This is an optimization exercise on Yosys and OpenROAD, whose aim is small area and a short achievable clock period, not a production implementation.
Only simulation tests tie the RTL to the original design; equivalence was not proved.
No activity file was given, so power comes from the tool's default toggle rates.

==> exp/onyx <==
==> flow/design.v (excerpt) <==
module regbank_mp #(
    parameter int ADDR_WIDTH = 5,
    parameter int DATA_WIDTH = 32,
    parameter int DEPTH      = 16,
    parameter int NUM_RD     = 3,
    parameter int BYPASS     = 1,
    parameter int ZERO_REG   = 1
) (
    input  logic                             CLK,
    input  logic                             RST,
    input  logic [NUM_RD*ADDR_WIDTH-1:0]     RADDR,
    output logic [NUM_RD*DATA_WIDTH-1:0]     RDATA,
    output logic [NUM_RD-1:0]                RBUSY,
    input  logic                             WE_A,
    input  logic [ADDR_WIDTH-1:0]            WADDR_A,
    input  logic [DATA_WIDTH-1:0]            WDATA_A,
    input  logic                             WE_M,
    input  logic [ADDR_WIDTH-1:0]            WADDR_M,
    input  logic [DATA_WIDTH-1:0]            WDATA_M,
    input  logic                             LD_ISSUE,
    input  logic [ADDR_WIDTH-1:0]            LD_RD,
    output logic [ADDR_WIDTH:0]              BUSY_CNT
);
Settings: LEC_CHECK=0, CAP_MARGIN=20, CELL_PAD_IN_SITES_DETAIL_PLACEMENT=1, CELL_PAD_IN_SITES_GLOBAL_PLACEMENT=1, CORE_MARGIN=2, CORE_UTILIZATION=35, CTS_BUF_LIST=sky130_fd_sc_hd__clkbuf_8, CTS_CLUSTER_DIAMETER=60, CTS_CLUSTER_SIZE=12, PLACE_DENSITY=0.6, SETUP_SLACK_MARGIN=2.2, SLEW_MARGIN=20, SYNTH_HIERARCHICAL=1, SYNTH_MINIMUM_KEEP_SIZE=0; clock period 7.5 ns.
standard.sh (not shown) runs the stock make flow with config.mk's settings and CLKGATE_MAP_FILE= SYNTH_SCRIPT=/design/flow/synth_recipe.tcl, a recipe that flattens the netlist after the stock synthesis.
==> flow/flow/run.sh <==
#!/bin/bash
# Standard layout, with plain buffers (instead of the default delay-cell choice) on the ports.
set -euo pipefail
bash standard.sh BUFFER_PORTS_ARGS="-buffer_cell sky130_fd_sc_hd__buf_2" finish > flow_make.log 2>&1
==> exp/lagoon: changes against exp/onyx <==
Settings changed: CORE_UTILIZATION 35 to 40, CTS_CLUSTER_DIAMETER 60 to 80, CTS_CLUSTER_SIZE 12 to 24, SETUP_SLACK_MARGIN 2.2 to 2.4.
==> exp/juniper: changes against exp/onyx <==
Settings changed: CORE_UTILIZATION 35 to 30.
==> run summary <==
exp/onyx finished clean. exp/lagoon failed in global routing (GRT-0232). exp/juniper finished with timing, DRC and antenna clean. Against exp/onyx, the non-clock buffer count of exp/juniper is lower by 25. In exp/juniper the utilization is lower than in exp/onyx, by 5.7 points. Sequential power is about the same in exp/juniper and exp/onyx. Against exp/juniper, the first-iteration DRC count of exp/onyx is larger by 11%.

==> inputs of run B <==
==> flow/design.v <==
module regbank_mp_wsel #(
    parameter int W = 32
) (
    input  logic         sel_m,
    input  logic         sel_a,
    input  logic         hold,
    input  logic [W-1:0] wdata_m,
    input  logic [W-1:0] wdata_a,
    input  logic [W-1:0] q,
    output logic [W-1:0] d
);
    assign d = ({W{sel_m}} & wdata_m) | ({W{sel_a}} & wdata_a) | ({W{hold}} & q);
endmodule
module regbank_mp_aoi3 (
    input  logic [2:0] sel,
    input  logic [2:0] data,
    output logic       y_n
);
    assign y_n = ~|(sel & data);
endmodule
module regbank_mp_nand3 (input logic [2:0] a, output logic y);
    assign y = ~&a;
endmodule
module regbank_mp_nand2 (input logic [1:0] a, output logic y);
    assign y = ~&a;
endmodule
module regbank_mp_oai21 (input logic a1, input logic a2, input logic b1, output logic y);
    assign y = ~((a1 | a2) & b1);
endmodule
module regbank_mp_rfin (
    input  logic [4:0] p_n,
    input  logic       store_ok,
    input  logic       byp_m,
    input  logic       wdata_m,
    input  logic       byp_a,
    input  logic       wdata_a,
    output logic       y
);
    logic q1, q2, s_n, bm_n, ba_n;
    regbank_mp_nand3 u_q1 (.a(p_n[2:0]), .y(q1));
    regbank_mp_nand2 u_q2 (.a(p_n[4:3]), .y(q2));
    regbank_mp_oai21 u_s  (.a1(q1), .a2(q2), .b1(store_ok), .y(s_n));
    regbank_mp_nand2 u_bm (.a({byp_m, wdata_m}), .y(bm_n));
    regbank_mp_nand2 u_ba (.a({byp_a, wdata_a}), .y(ba_n));
    regbank_mp_nand3 u_y  (.a({s_n, bm_n, ba_n}), .y(y));
endmodule
module regbank_mp_rbit (
    input  logic [14:0] sel,
    input  logic [14:0] data,
    input  logic        store_ok,
    input  logic        byp_m,
    input  logic        wdata_m,
    input  logic        byp_a,
    input  logic        wdata_a,
    output logic        y
);
    logic [4:0] p_n;
    for (genvar k = 0; k < 5; k++) begin : g_p
        regbank_mp_aoi3 u_aoi (.sel(sel[3*k +: 3]), .data(data[3*k +: 3]), .y_n(p_n[k]));
    end
    regbank_mp_rfin u_fin (
        .p_n(p_n), .store_ok(store_ok), .byp_m(byp_m), .wdata_m(wdata_m),
        .byp_a(byp_a), .wdata_a(wdata_a), .y(y)
    );
endmodule
module regbank_mp #(
    parameter int ADDR_WIDTH = 5,
    parameter int DATA_WIDTH = 32,
    parameter int DEPTH      = 16,
    parameter int NUM_RD     = 3,
    parameter int BYPASS     = 1,
    parameter int ZERO_REG   = 1
) (
    input  logic                             CLK,
    input  logic                             RST,
    input  logic [NUM_RD*ADDR_WIDTH-1:0]     RADDR,
    output logic [NUM_RD*DATA_WIDTH-1:0]     RDATA,
    output logic [NUM_RD-1:0]                RBUSY,
    input  logic                             WE_A,
    input  logic [ADDR_WIDTH-1:0]            WADDR_A,
    input  logic [DATA_WIDTH-1:0]            WDATA_A,
    input  logic                             WE_M,
    input  logic [ADDR_WIDTH-1:0]            WADDR_M,
    input  logic [DATA_WIDTH-1:0]            WDATA_M,
    input  logic                             LD_ISSUE,
    input  logic [ADDR_WIDTH-1:0]            LD_RD,
    output logic [ADDR_WIDTH:0]              BUSY_CNT
);
    localparam int NR = DEPTH;
    logic [DATA_WIDTH-1:0] regs_q [1:NR-1];
    logic [DATA_WIDTH-1:0] regs_d [1:NR-1];
    logic [NR-1:1]         valid_q;
    logic                  e_q;
    logic [NR-1:1]         busy_q;
    logic [3:0]            busy_cnt_q;    
    function automatic logic [3:0] pre_lo(input logic [ADDR_WIDTH-1:0] a);
        for (int i = 0; i < 4; i++) pre_lo[i] = (a[1:0] == 2'(i));
    endfunction
    function automatic logic [3:0] pre_hi(input logic [ADDR_WIDTH-1:0] a, input logic en);
        for (int i = 0; i < 4; i++) pre_hi[i] = en && (a[4:2] == 3'(i));
    endfunction
    function automatic logic [NR-1:1] dec(input logic [3:0] lo, input logic [3:0] hi);
        for (int j = 1; j < NR; j++) dec[j] = lo[j % 4] && hi[j / 4];
    endfunction
    logic [3:0] wa_lo, wa_hi, wm_lo, wm_hi, ld_lo, ld_hi;
    assign wa_lo = pre_lo(WADDR_A);  assign wa_hi = pre_hi(WADDR_A, WE_A);
    assign wm_lo = pre_lo(WADDR_M);  assign wm_hi = pre_hi(WADDR_M, WE_M);
    assign ld_lo = pre_lo(LD_RD);    assign ld_hi = pre_hi(LD_RD, LD_ISSUE);
    logic [NR-1:1] wa_dec, wm_dec, ld_dec, sel_a, hold;
    assign wa_dec = dec(wa_lo, wa_hi);
    assign wm_dec = dec(wm_lo, wm_hi);
    assign ld_dec = dec(ld_lo, ld_hi);
    assign sel_a = wa_dec & ~wm_dec;
    assign hold  = ~(wa_dec | wm_dec);
    for (genvar j = 1; j < NR; j++) begin : g_w
        regbank_mp_wsel #(.W(DATA_WIDTH)) u_wsel (
            .sel_m(wm_dec[j]), .sel_a(sel_a[j]), .hold(hold[j]),
            .wdata_m(WDATA_M), .wdata_a(WDATA_A), .q(regs_q[j]), .d(regs_d[j])
        );
    end
    always_ff @(posedge CLK) begin
        for (int j = 1; j < NR; j++) regs_q[j] <= regs_d[j];
        valid_q <= (valid_q & {(NR-1){e_q}}) | wa_dec | wm_dec;
    end
    always_ff @(posedge CLK or posedge RST) begin
        if (RST) e_q <= 1'b0;
        else     e_q <= 1'b1;
    end
    logic [NR-1:1] busy_d;
    logic [3:0]    busy_cnt_d;
    logic          cnt_dec, cnt_inc;
    always_comb begin
        busy_d  = (busy_q & ~wm_dec) | ld_dec;
        cnt_dec = |(busy_q & wm_dec);
        cnt_inc = |(ld_dec & ~(busy_q & ~wm_dec));
        case ({cnt_inc, cnt_dec})
            2'b10:   busy_cnt_d = busy_cnt_q + 4'd1;
            2'b01:   busy_cnt_d = busy_cnt_q - 4'd1;
            default: busy_cnt_d = busy_cnt_q;
        endcase
    end
    always_ff @(posedge CLK or posedge RST) begin
        if (RST) begin
            busy_q     <= '0;
            busy_cnt_q <= '0;
        end else begin
            busy_q     <= busy_d;
            busy_cnt_q <= busy_cnt_d;
        end
    end
    assign BUSY_CNT = {{(ADDR_WIDTH-3){1'b0}}, busy_cnt_q};
    for (genvar g = 0; g < NUM_RD; g++) begin : g_rd
        logic [ADDR_WIDTH-1:0] ra;
        logic [3:0]            r_lo, r_hi;
        logic [NR-1:1]         rdec;
        logic                  r_ok, m_match, a_match, ld_match, busy_rd;
        logic                  store_ok, byp_m, byp_a;
        logic [NR-2:0]         sel;
        assign ra   = RADDR[g*ADDR_WIDTH +: ADDR_WIDTH];
        assign r_lo = pre_lo(ra);
        assign r_hi = pre_hi({1'b0, ra[3:0]}, 1'b1);
        assign rdec = dec(r_lo, r_hi);
        assign sel  = rdec & valid_q;
        assign r_ok     = !(r_lo[0] && r_hi[0]) && !ra[4];
        assign m_match  = |(r_lo & wm_lo) && |(r_hi & wm_hi) && r_ok;
        assign a_match  = |(r_lo & wa_lo) && |(r_hi & wa_hi) && r_ok;
        assign ld_match = |(r_lo & ld_lo) && |(r_hi & ld_hi) && r_ok;
        assign busy_rd  = |(rdec & busy_q) && !ra[4];
        assign store_ok = !m_match && !a_match && !ra[4] && e_q;
        assign byp_m = !RST && m_match;
        assign byp_a = !RST && a_match && !m_match;
        for (genvar b = 0; b < DATA_WIDTH; b++) begin : g_b
            logic [NR-2:0] data;
            for (genvar j = 1; j < NR; j++) begin : g_d
                assign data[j-1] = regs_q[j][b];
            end
            regbank_mp_rbit u_rbit (
                .sel(sel), .data(data), .store_ok(store_ok),
                .byp_m(byp_m), .wdata_m(WDATA_M[b]), .byp_a(byp_a), .wdata_a(WDATA_A[b]),
                .y(RDATA[g*DATA_WIDTH + b])
            );
        end
        assign RBUSY[g] = busy_rd && !(m_match && !ld_match);
    end
endmodule
==> flow/flow/run.sh <==
#!/bin/bash
# Standard layout, with plain buffers (instead of the default delay-cell choice) on the ports.
set -euo pipefail
bash standard.sh BUFFER_PORTS_ARGS="-buffer_cell sky130_fd_sc_hd__buf_2" finish > flow_make.log 2>&1
==> flow/standard.sh <==
#!/bin/bash
# synth_recipe.tcl (not shown) runs the flow's synth.tcl, then flattens the netlist and writes it again
# the make line also repeats each setting of config.mk as NAME=value (left out here)
make -C /OpenROAD-flow-scripts/flow DESIGN_CONFIG=/design/flow/config.mk WORK_HOME=/design/flow/orfs CLKGATE_MAP_FILE= SYNTH_SCRIPT=/design/flow/synth_recipe.tcl "${@:-finish}"
==> flow/config.mk <==
export PLATFORM = sky130hd
export DESIGN_NAME = regbank_mp
export DESIGN_NICKNAME = regbank_mp
export VERILOG_FILES = /design/flow/design.v
export SDC_FILE = /design/flow/constraint.sdc
export NUM_CORES = 4
export LEC_CHECK = 0
export CAP_MARGIN = 20
export CELL_PAD_IN_SITES_DETAIL_PLACEMENT = 1
export CELL_PAD_IN_SITES_GLOBAL_PLACEMENT = 1
export CORE_MARGIN = 2
export CORE_UTILIZATION = 40
export CTS_BUF_LIST = sky130_fd_sc_hd__clkbuf_8
export CTS_CLUSTER_DIAMETER = 60
export CTS_CLUSTER_SIZE = 12
export PLACE_DENSITY = 0.6
export SETUP_SLACK_MARGIN = 2.4
export SLEW_MARGIN = 20
export SYNTH_HIERARCHICAL = 1
export SYNTH_MINIMUM_KEEP_SIZE = 0
==> flow/constraint.sdc <==
create_clock -name core_clock -period 7.5 [get_ports {CLK}]
set_input_delay 1.5000 -clock core_clock [delete_from_list [all_inputs] [get_ports {CLK}]]
set_output_delay 1.5000 -clock core_clock [all_outputs]
set_load 0.01 [all_outputs]
==> inputs of run M, as changes to run B <==
- CTS_CLUSTER_DIAMETER: 60 -> not set
- CTS_CLUSTER_SIZE: 12 -> not set
==> results_dict.tcl <==
set metrics [dict create \
    status "stopped before the end" \
    stop_stage "global routing" \
    firstError "[ERROR GRT-0232] Routing congestion too high. Check the congestion heatmap in the GUI." \
    cts_setup_buffers 30 \
    htreeDepth 2 \
    grt_use_total_pct 50.4 \
    grt_remaining_overflow 11 \
    grt_use_met3_pct 22.5 \
    use_met2_pct 70.3 \
]
the above is filed under run B

==> results_dict.tcl <==
set metrics [dict create \
    status "stopped before the end" \
    stop_stage "global routing" \
    firstError "[ERROR GRT-0232] Routing congestion too high. Check the congestion heatmap in the GUI." \
    grt_remaining_overflow 13 \
    grt_use_total_pct 50.5 \
    grt_use_met3_pct 23.1 \
    use_met2_pct 70.7 \
]
the above is filed under run M

==> afterwards: timing with drivers on the ports <==
In the flow no input, the clock included, has a driving cell. The finished layouts below were timed again as built, in two steps.
Step 1 (the two cells are an assumption about what drives the block):
set clk [get_ports {CLK}]
set_driving_cell -lib_cell sky130_fd_sc_hd__clkbuf_16 $clk
set_driving_cell -lib_cell sky130_fd_sc_hd__buf_2 [delete_from_list [all_inputs] $clk]
Step 2 also shifts input and output timing later by t, the mid clock arrival at the registers, as if the neighbouring blocks saw the same clock.
a / b / c = no drivers / after step 1 / after step 2; a / b = the first two.
run	t, ns	setup slack, ns	hold WS [ns]
exp/onyx	0.809	2.092 / 2.033 / 2.033	0.486 / 0.486 / 0.486
exp/juniper	0.815	2.121 / 2.044 / 2.044	0.477 / 0.477 / 0.477
After both steps setup and hold are still met in every run listed. The setup slack of exp/juniper, which loses most, moves by -0.077 ns with the drivers and by -0.077 ns with both steps.
